What follows belongs to an exercise in optimizing a design on an open flow for a short achievable clock period, few clock cycles per item and low power; a production flow would make more cautious choices. In this exercise RTL edits were held to simulation tests only and were not proved equivalent to the original. Power is estimated from default activity; no workload was simulated.

## flow/design.v (module list and top-level ports; edited modules follow where they fit)
// module fp_round: 91 lines
// module fmul_pipe: 2360 lines
module fmul_pipe
#(
    parameter int EXP   = 8,
    parameter int FRAC  = 23,
    parameter int WIDTH = EXP + FRAC + 1
) (
    input  logic              clk,
    input  logic              rst,
    input  logic              in_valid,
    output logic              in_ready,
    input  logic [WIDTH-1:0]  a,
    input  logic [WIDTH-1:0]  b,
    input  logic [1:0]        round_mode,
    output logic              out_valid,
    input  logic              out_ready,
    output logic [WIDTH-1:0]  r,
    output logic [NFLAGS-1:0] flags
);
  // ...
==> flow/run.sh <==
#!/bin/bash
# synth_recipe.tcl (not shown) runs the flow's synth.tcl, then flattens the netlist and writes it again
# the make line also repeats each setting of config.mk as NAME=value (left out here)
make -C /OpenROAD-flow-scripts/flow DESIGN_CONFIG=/design/flow/config.mk WORK_HOME=/design/flow/orfs CLKGATE_MAP_FILE= SYNTH_SCRIPT=/design/flow/synth_recipe.tcl finish
==> flow/config.mk <==
export PLATFORM = sky130hd
export DESIGN_NAME = fmul_pipe
export DESIGN_NICKNAME = fmul_pipe
export VERILOG_FILES = /design/flow/design.v
export SDC_FILE = /design/flow/constraint.sdc
export NUM_CORES = 4
export LEC_CHECK = 0
export ABC_AREA = 1
export CAP_MARGIN = 10
export CORE_MARGIN = 2
export CORE_UTILIZATION = 40
export CTS_CLUSTER_DIAMETER = 150
export CTS_CLUSTER_SIZE = 20
export SETUP_SLACK_MARGIN = 4.3
export SLEW_MARGIN = 10
==> flow/constraint.sdc <==
create_clock -name core_clock -period 8.0 [get_ports {clk}]
set_input_delay 1.6000 -clock core_clock [delete_from_list [all_inputs] [get_ports {clk}]]
set_output_delay 1.6000 -clock core_clock [all_outputs]
set_load 0.01 [all_outputs]
==> impl_metrics.prom, run 1 <==
# TYPE chip_impl_metric gauge
chip_impl_metric{name="drt_pre_antenna_iters",unit=""} 8
chip_impl_metric{name="power_frac_comb",unit=""} 0.574
chip_impl_metric{name="reg2reg_slack",unit="ns"} 4.40
chip_impl_metric{name="dr_wl_met3",unit="mm"} 7.93
chip_impl_info{name="cp-startpoint",value="xa_B[5]"} 1
chip_impl_info{name="status",value="no timing/DRC/antenna violations"} 1
chip_impl_metric{name="final_design_area_no_fill",unit="sq um"} 41400
chip_impl_info{name="timing.critical_path.max_delay_family",value="adder cells"} 1
chip_impl_metric{name="place.detailed.hpwl",unit="mm"} 66.3
chip_impl_metric{name="synth_simple_gate_area_share",unit=""} 0.175
chip_impl_metric{name="cts.repair.resized",unit=""} 120
chip_impl_metric{name="timing.slew.headroom",unit=""} 0.461
chip_impl_metric{name="pwr.group.sequential",unit="uW"} 3760
chip_impl_info{name="max_flop_register",value="bq"} 1
chip_impl_metric{name="period_minus_slack",unit="ns"} 3.60
chip_impl_metric{name="total_switching_power",unit="uW"} 5380
chip_impl_metric{name="clock_buffers",unit=""} 39
chip_impl_info{name="netlist_top_cells_area",value="sky130_fd_sc_hd__fa_1 (27%), sky130_fd_sc_hd__edfxtp_1 (15%), sky130_fd_sc_hd__dfxtp_1 (14%), sky130_fd_sc_hd__inv_1 (11%), sky130_fd_sc_hd__nand2_1 (9.7%)"} 1
chip_impl_metric{name="timing.critical_path.fanout_max",unit=""} 12
chip_impl_metric{name="internal_power",unit="uW"} 6780
chip_impl_metric{name="routed_via_density",unit=""} 5.00
chip_impl_metric{name="power_leakage",unit="uW"} 0.0212
chip_impl_metric{name="synth_to_layout_area_growth",unit="%"} 14.0
chip_impl_metric{name="signal_buffers",unit=""} 215
chip_impl_metric{name="finalMaxSlewViolations",unit=""} 0
Testbench counts, summed over its fixed seeds: cycles 32,032, items 32,000.
==> inputs of run 2 (changes only) <==
==> flow/flow/run.sh (new file) <==
#!/bin/bash
# The standard layout with one netlist pass between synthesis and floorplan:
# flow/polarity.py removes the inverters that synthesis leaves between full
# adders (see its header). Each tool's output goes to a log file here.
set -euo pipefail
R=orfs/results/${FLOW_PLATFORM}/fmul_pipe/base
bash standard.sh synth > synth.log 2>&1
cp $R/1_2_yosys.v 1_2_yosys.std.v
python3 flow/polarity.py $R/1_2_yosys.v > polarity.log 2>&1
bash standard.sh finish > layout.log 2>&1
==> flow/flow/polarity.py (new file) <==
#!/usr/bin/env python3
"""Remove the inverters that synthesis leaves between full adders.

A full adder is self-dual: fed the complements of its inputs it gives the
complements of its outputs. Yosys's full-adder extraction often finds an adder
with inverted inputs or outputs and adds NOT gates around it. This pass
collapses every inverter chain into (source net, parity), chooses for each
full adder whether it works on complemented signals so that as few sources as
possible need an inverted copy, and rewrites the netlist with one inverter per
such source. Registers, ports and every other cell stay as they are; the logic
function is unchanged.

usage: polarity.py NETLIST.v   (rewrites the file in place)
"""
import re
import sys

path = sys.argv[1]
text = open(path).read()

cell_re = re.compile(r"^(\s*)(sky130_fd_sc_hd__\w+)\s+(\S+)\s*\(\n(.*?)\n\s*\);\n", re.S | re.M)
pin_re = re.compile(r"\.(\w+)\((.*?)\)(?:,)?\s*$")
OUTS = {"X", "Y", "Q", "Q_N", "SUM", "COUT", "HI", "LO"}

cells = []
for m in cell_re.finditer(text):
    pins = []
    for line in m.group(4).split("\n"):
        pm = pin_re.search(line.strip())
        if pm:
            pins.append((pm.group(1), pm.group(2)))
    cells.append({"ind": m.group(1), "type": m.group(2), "name": m.group(3),
                  "pins": pins, "span": m.span()})

# module ports
ports = set()
for d in re.findall(r"^\s*(input|output)\s+(\[\d+:\d+\]\s+)?(\S+);", text, re.M):
    ports.add(d[2])
def is_port_net(n):
    base = n.strip()
    base = re.sub(r"\[\d+\]$", "", base)
    return base in ports

def is_inv(c):
    return re.fullmatch(r"sky130_fd_sc_hd__(clk)?inv_\d+", c["type"]) is not None
def is_fa(c):
    return re.fullmatch(r"sky130_fd_sc_hd__fa_\d+", c["type"]) is not None

driver = {}
for i, c in enumerate(cells):
    for p, n in c["pins"]:
        if p in OUTS:
            driver[n.strip()] = (i, p)

# resolve inverter chains; an inverter that drives a port keeps its place
removable = set()
for i, c in enumerate(cells):
    if is_inv(c):
        y = dict(c["pins"])["Y"].strip()
        if not is_port_net(y):
            removable.add(i)

memo = {}
def root(n):
    n = n.strip()
    if n in memo:
        return memo[n]
    d = driver.get(n)
    if d is not None and d[0] in removable:
        r, p = root(dict(cells[d[0]]["pins"])["A"])
        res = (r, p ^ 1)
    else:
        res = (n, 0)
    memo[n] = res
    return res

fa_idx = [i for i, c in enumerate(cells) if is_fa(c)
          and not any(p in OUTS and is_port_net(n) for p, n in c["pins"])]
flip = {i: 0 for i in fa_idx}
# consumers: (cell index, pin, root, parity)
cons = []
for i, c in enumerate(cells):
    if i in removable:
        continue
    for p, n in c["pins"]:
        if p in OUTS:
            continue
        if re.fullmatch(r"\d+'[hb][0-9a-fA-F]+", n.strip()):
            continue
        if c["type"].startswith("sky130_fd_sc_hd__df") or c["type"].startswith("sky130_fd_sc_hd__edf"):
            if p in ("CLK",):
                continue
        r, par = root(n)
        cons.append((i, p, r, par))

root_fa = {}   # root net -> fa index driving it
for i in fa_idx:
    for p, n in cells[i]["pins"]:
        if p in ("SUM", "COUT"):
            root_fa[n.strip()] = i

by_root = {}
for k, (i, p, r, par) in enumerate(cons):
    by_root.setdefault(r, []).append(k)
fa_in = {i: [] for i in fa_idx}
for k, (i, p, r, par) in enumerate(cons):
    if i in flip:
        fa_in[i].append(k)

def need(k):
    i, p, r, par = cons[k]
    v = flip[root_fa[r]] if r in root_fa else 0
    f = flip[i] if i in flip else 0
    return par ^ v ^ f

def root_cost(r):
    return 1 if any(need(k) for k in by_root.get(r, [])) else 0

def touched(i):
    rs = set(cons[k][2] for k in fa_in[i])
    for p, n in cells[i]["pins"]:
        if p in ("SUM", "COUT"):
            rs.add(n.strip())
    return rs

before = sum(root_cost(r) for r in by_root)
improved = True
rounds = 0
while improved and rounds < 50:
    improved = False
    rounds += 1
    for i in fa_idx:
        rs = touched(i)
        c0 = sum(root_cost(r) for r in rs)
        flip[i] ^= 1
        c1 = sum(root_cost(r) for r in rs)
        if c1 < c0:
            improved = True
        else:
            flip[i] ^= 1
after = sum(root_cost(r) for r in by_root)

# rewrite
newnet = {}
k_id = [0]
def inv_net(r):
    if r not in newnet:
        k_id[0] += 1
        newnet[r] = f"_pinv{k_id[0]}_"
    return newnet[r]

def fmt(n):
    # an escaped identifier ends at white space
    return n + " " if n.startswith("\\") else n

ren = {}
for i in fa_idx:
    if flip[i]:
        for p, n in cells[i]["pins"]:
            if p in ("SUM", "COUT"):
                ren[n.strip()] = f"_pflip{len(ren) + 1}_"

conn = {}   # (cell, pin) -> net
for k, (i, p, r, par) in enumerate(cons):
    conn[(i, p)] = inv_net(r) if need(k) else ren.get(r, r)
for i in fa_idx:
    if flip[i]:
        for p, n in cells[i]["pins"]:
            if p in ("SUM", "COUT"):
                conn[(i, p)] = ren[n.strip()]

out = []
pos = 0
for i, c in enumerate(cells):
    s, e = c["span"]
    out.append(text[pos:s])
    pos = e
    if i in removable:
        continue
    lines = []
    for p, n in c["pins"]:
        n2 = conn.get((i, p), n.strip())
        lines.append(f"{c['ind']}  .{p}({fmt(n2)})")
    out.append(f"{c['ind']}{c['type']} {c['name']} (\n" + ",\n".join(lines) + f"\n{c['ind']});\n")
tail = text[pos:]
extra = []
for r, nn in newnet.items():
    extra.append(f"  wire {nn};\n")
for r, nn in ren.items():
    extra.append(f"  wire {nn};\n")
for j, (r, nn) in enumerate(newnet.items()):
    extra.append(f"  sky130_fd_sc_hd__inv_1 _pinvc{j + 1}_ (\n    .A({fmt(ren.get(r, r))}),\n    .Y({nn})\n  );\n")
tail = tail.replace("endmodule", "".join(extra) + "endmodule", 1)
res = "".join(out) + tail

# drop declarations of nets nothing uses any more
used = set()
for c_ in re.finditer(r"\.\w+\((.*?)\)", res):
    used.add(c_.group(1).strip())
def keep(line):
    m = re.fullmatch(r"\s*wire\s+(\\\S+ |\S+);\s*", line)
    if not m:
        return True
    n = m.group(1).strip()
    return n in used or is_port_net(n)
res = "\n".join(l for l in res.split("\n") if keep(l))
open(path, "w").write(res)
print(f"full adders {len(fa_idx)}, flipped {sum(flip.values())}; inverters removed {len(removable)}, "
      f"added {len(newnet)} (cost {before} -> {after})")
==> flow/standard.sh (new file) <==
#!/bin/bash
# synth_recipe.tcl (not shown) runs the flow's synth.tcl, then flattens the netlist and writes it again
# the make line also repeats each setting of config.mk as NAME=value (left out here)
make -C /OpenROAD-flow-scripts/flow DESIGN_CONFIG=/design/flow/config.mk WORK_HOME=/design/flow/orfs CLKGATE_MAP_FILE= SYNTH_SCRIPT=/design/flow/synth_recipe.tcl "${@:-finish}"
--- a/flow/config.mk
+++ b/flow/config.mk
@@ -7,4 +7,3 @@
 export LEC_CHECK = 0
-export ABC_AREA = 1
-export CAP_MARGIN = 10
+export CAP_MARGIN = 20
 export CORE_MARGIN = 2
@@ -14,2 +13,2 @@
 export SETUP_SLACK_MARGIN = 4.3
-export SLEW_MARGIN = 10
+export SLEW_MARGIN = 20
removed: flow/run.sh
==> run 2 against run 1 <==
Effect of this change:
- still clean on timing, DRC and antenna
- wire length decreased by 4.9%
- non-clock buffer count increased by 85
- sequential power about the same
- combinational power increased by 3%
- register-to-register slack got worse by 0.18 ns
- cell area decreased by 4.4%
- core utilization increased by 1.2 points
- largest cell class unchanged
- highest routed layer unchanged
==> impl_metrics.prom, run 2 <==
# TYPE chip_impl_metric gauge
chip_impl_info{name="cp_cell_sequence",value="buf_12 -> clkinvlp_4 -> buf_6 -> nor2_2 -> fa_2 -> fa_2 -> fa_1 -> fa_2 -> fa_1 -> fa_1"} 1
chip_impl_metric{name="critPathArrivalTime",unit="ns"} 4.24
chip_impl_metric{name="grt_start_max_net_pins",unit=""} 63
chip_impl_metric{name="die_width",unit="microns"} 296
chip_impl_metric{name="numCtsBuffers",unit=""} 26
chip_impl_info{name="max_layer_used",value="met5"} 1
chip_impl_metric{name="grt_pass1_vias",unit=""} 24600
chip_impl_metric{name="wl",unit="mm"} 98.4
chip_impl_metric{name="drc",unit=""} 0
chip_impl_metric{name="netSwitchingFraction",unit=""} 0.435
chip_impl_metric{name="num_io_pins",unit=""} 109
chip_impl_info{name="status",value="no timing/DRC/antenna violations"} 1
chip_impl_metric{name="setup_ws",unit="ns"} 4.22
chip_impl_metric{name="dr_total_vias",unit=""} 23900
chip_impl_info{name="critPathKind",value="reg -> reg"} 1
chip_impl_metric{name="synthesis_warnings",unit=""} 3
chip_impl_metric{name="grt_pass1_wl",unit="mm"} 149
chip_impl_metric{name="fill_cell_total_of_the_finished_layout",unit=""} 7668
chip_impl_metric{name="place.detailed.hpwl",unit="mm"} 65.1
chip_impl_metric{name="cell_rows",unit=""} 106
chip_impl_metric{name="final_net_count",unit=""} 3962
chip_impl_metric{name="synth_to_layout_area_growth",unit="%"} 16.4
chip_impl_metric{name="worst_pin_slew",unit="ns"} 1.01
chip_impl_info{name="most-common-layout-cells",value="sky130_fd_sc_hd__fa_1 (444), sky130_fd_sc_hd__and2_1 (306), sky130_fd_sc_hd__nand2_1 (271)"} 1
chip_impl_metric{name="core-area",unit="sq um"} 84000
chip_impl_metric{name="cts_buffer_depth",unit=""} 3
chip_impl_info{name="cp_slowest_cell",value="sky130_fd_sc_hd__fa_1"} 1
chip_impl_metric{name="largest_reg_flops",unit=""} 144
chip_impl_metric{name="sequential_cell_area",unit="sq um"} 11100
chip_impl_info{name="timing.critical_path.to_type",value="flop"} 1
chip_impl_metric{name="start_util",unit=""} 0.405
chip_impl_metric{name="routed_via_density",unit=""} 5.44
chip_impl_metric{name="setup_viol_count_final",unit=""} 0
chip_impl_metric{name="clkSinkCount",unit=""} 459
chip_impl_metric{name="grt-ovfl-total",unit=""} 0
chip_impl_metric{name="fin_tns_setup",unit="ns"} 0
chip_impl_metric{name="globalRouteTotalUtil",unit=""} 0.225
chip_impl_metric{name="synth.net_count",unit=""} 3787
chip_impl_metric{name="netlist_instances",unit=""} 3074
chip_impl_metric{name="timing.critical_path.fanout_max",unit=""} 3
chip_impl_metric{name="maxCapViolations",unit=""} 0
chip_impl_info{name="timing.critical_path.max_delay_family",value="adder cells"} 1
chip_impl_metric{name="ir_worst_vdd",unit="mV"} 0.282
chip_impl_metric{name="cts.clk_slew.worst_paths",unit="ns"} 0.09
chip_impl_metric{name="finalMaxSlewViolations",unit=""} 0
chip_impl_metric{name="detailedPlace.worstSlack",unit="ns"} 2.84
chip_impl_metric{name="final_design_area_no_fill",unit="sq um"} 39600
chip_impl_metric{name="fmax",unit="MHz"} 264
chip_impl_metric{name="io_buffers",unit=""} 107
chip_impl_metric{name="wl_met2",unit="mm"} 46.0
chip_impl_metric{name="routabilityCongestion",unit=""} 0.870
chip_impl_metric{name="antenna_violations_before_repair",unit=""} 3
chip_impl_metric{name="power_leakage",unit="uW"} 0.0166
chip_impl_info{name="mostFrequentLayoutCell",value="sky130_fd_sc_hd__fa_1"} 1
chip_impl_metric{name="drt_pre_antenna_iters",unit=""} 6
chip_impl_metric{name="clkLatencyLatePin",unit="ns"} 0.61
chip_impl_metric{name="n_antenna_cell",unit=""} 0
chip_impl_info{name="startpoint_type",value="flop"} 1
chip_impl_metric{name="die_area",unit="sq um"} 87400
chip_impl_metric{name="wl_met1",unit="mm"} 40.5
chip_impl_metric{name="worstPathRequired",unit="ns"} 8.46
chip_impl_metric{name="total_switching_power",unit="uW"} 5340
chip_impl_info{name="ctsRootBufferMaster",value="sky130_fd_sc_hd__clkbuf_16"} 1
chip_impl_metric{name="multi_input_area",unit="sq um"} 22300
chip_impl_metric{name="dr.first_iter.drc_count",unit=""} 2136
chip_impl_metric{name="hold_viol_final",unit=""} 0
chip_impl_metric{name="final_core_util",unit=""} 0.472
chip_impl_metric{name="syn-mean-instance-area",unit="sq um"} 11.1
chip_impl_metric{name="dieHeight",unit="microns"} 296
chip_impl_metric{name="power_frac_comb",unit=""} 0.584
chip_impl_info{name="tritoncts",value="done"} 1
chip_impl_metric{name="crit_path_max_incr_delay",unit="ns"} 0.54
chip_impl_metric{name="cts.htree.levels",unit=""} 1
chip_impl_metric{name="part_of_the_total_power_dissipated_in_the_clock_network",unit=""} 0.111
chip_impl_metric{name="timing.slew.headroom",unit=""} 0.327
chip_impl_metric{name="syn-cell-area",unit="sq um"} 34000
chip_impl_info{name="max_flop_register",value="bq"} 1
chip_impl_metric{name="dpl-instance-area",unit="sq um"} 36400
chip_impl_metric{name="final_min_period_over_clock_period",unit=""} 0.473
chip_impl_info{name="rsz0062_at_grt",value="yes"} 1
chip_impl_metric{name="drive_above_1_share",unit=""} 0.155
chip_impl_metric{name="drt-wirelength-per-cell",unit="microns"} 22.4
chip_impl_metric{name="seq_power_share",unit=""} 0.305
chip_impl_metric{name="ant_nets",unit=""} 0
chip_impl_metric{name="period_minus_slack",unit="ns"} 3.78
chip_impl_metric{name="power_density",unit="nW/um^2"} 311
chip_impl_metric{name="dr_wl_met3",unit="mm"} 8.25
chip_impl_metric{name="internal_power",unit="uW"} 6950
chip_impl_info{name="layout_top_registers",value="bq x144, h_q x36, p_F x27"} 1
chip_impl_metric{name="critical_path_buf_inv_count",unit=""} 3
chip_impl_info{name="hold_class",value="reg -> reg"} 1
chip_impl_metric{name="fin_skew",unit="ns"} 0.0234
==> run 2: cell types whose count changed in the layout (fill, tap and decap cells not counted), moves of 35 or more <==
cell	previous run	this run
sky130_fd_sc_hd__nand3_1	320	35
sky130_fd_sc_hd__mux2i_1	0	68
sky130_fd_sc_hd__nor2_1	125	193
sky130_fd_sc_hd__o21ai_0	96	61
sky130_fd_sc_hd__inv_1	1089	210
sky130_fd_sc_hd__buf_4	46	133
sky130_fd_sc_hd__nand2_1	904	271
sky130_fd_sc_hd__a222oi_1	0	36
sky130_fd_sc_hd__and2_1	1	306
==> run 2: layout make-up <==
class / instances / share of cell area
Timing Repair inverter: 1 / 0.000126
Clock inverter: 1 / 0.000411
Multi-Input combinational cell: 2222 / 0.563
Sequential cell: 459 / 0.281
Inverter: 239 / 0.0249
Tap cell: 1134 / 0.0358
Timing Repair Buffer: 300 / 0.0773
Clock buffer: 40 / 0.0178
==> run 2: stage by stage <==
step                hold WS, ns  power (uW)  std cells
floorplan                 0.310        8180       3074
global placement          0.311       10500       4216
detailed placement        0.312       10600       4216
CTS                       0.326       12200       4361
finish                    0.329       12300       4396
global route              0.325       13300       4396
==> run 2: worst paths after layout <==
kind                            startpoint      end  slack, ns  cells after the start
max in group asynchronous              rst   cnt[0]       6.17                      2
worst min register to register     e0_C[7]  e0_F[7]       0.33                      0
worst max register to register     xa_B[5]  qC_26_1       4.22                     10
worst min-delay path               e0_C[7]  e0_F[7]       0.33                      0
min in group asynchronous              rst   cnt[1]       1.39                      2
worst max-delay path               xa_B[5]  qC_26_1       4.22                     10
==> run 2: power by group through the flow <==
stage / logic (uW) / registers [uW] / clock network (uW)
global placement: 6690 / 3800 / 0
floorplan: 4450 / 3730 / 0
finish: 7180 / 3750 / 1370
detailed placement: 6820 / 3810 / 0
global route: 7970 / 3830 / 1490
CTS: 7030 / 3760 / 1410
==> run 2: repair_timing <==
action,4_1_cts,5_1_grt
pin swaps,40,54
hold buffers,0,0
cloned,8,5
buffers inserted,96,30
gates resized for setup,213,167
setup endpoints to repair,351,180
==> run 2: routing by layer <==
metal | GRT usage | vias to the layer above
li1 | - | 10600
met1 | 0.302 | 12100
met2 | 0.374 | 1006
met3 | 0.0413 | 232
met4 | 0.0619 | 2
met5 | 0 | -
==> run 2: worst reg2reg max path, cell delays in order, from the launching register on <==
cell and delay (ns):
sky130_fd_sc_hd__dfxtp_2 0.35, sky130_fd_sc_hd__buf_12 0.11, sky130_fd_sc_hd__clkinvlp_4 0.21, sky130_fd_sc_hd__buf_6 0.22
sky130_fd_sc_hd__nor2_2 0.11, sky130_fd_sc_hd__fa_2 0.45, sky130_fd_sc_hd__fa_2 0.36, sky130_fd_sc_hd__fa_1 0.42
sky130_fd_sc_hd__fa_2 0.36, sky130_fd_sc_hd__fa_1 0.49, sky130_fd_sc_hd__fa_1 0.54

separate check: timing with driven ports:
Ports are ideal in the flow. The routed layouts listed here were re-timed in OpenROAD.
Step 1 sets driving cells, clkbuf_16 on the clock port and buf_2 on the other inputs (assumed; they add their load-dependent delay and slew).
Step 2 times the ports against the registers' clock, not the clock port: input delays grow and output delays shrink by t, the midpoint of the rising clock arrivals with the driver on.
Three values: no drivers, after step 1, after step 2; two values: the first two.
run	shift t [ns]	setup slack, ns	hold slack, ns	latest minus earliest clock arrival (ns)
run 1	0.667	4.402 / 4.402 / 3.780	0.327 / 0.327 / 0.327	0.036 / 0.036
run 2	0.665	4.218 / 4.218 / 3.666	0.329 / 0.329 / 0.329	0.027 / 0.027
After both steps setup and hold are still met in every run listed. For run 1, which loses most, drivers alone change the setup slack by 0.000 ns; drivers and shift together by -0.622 ns.
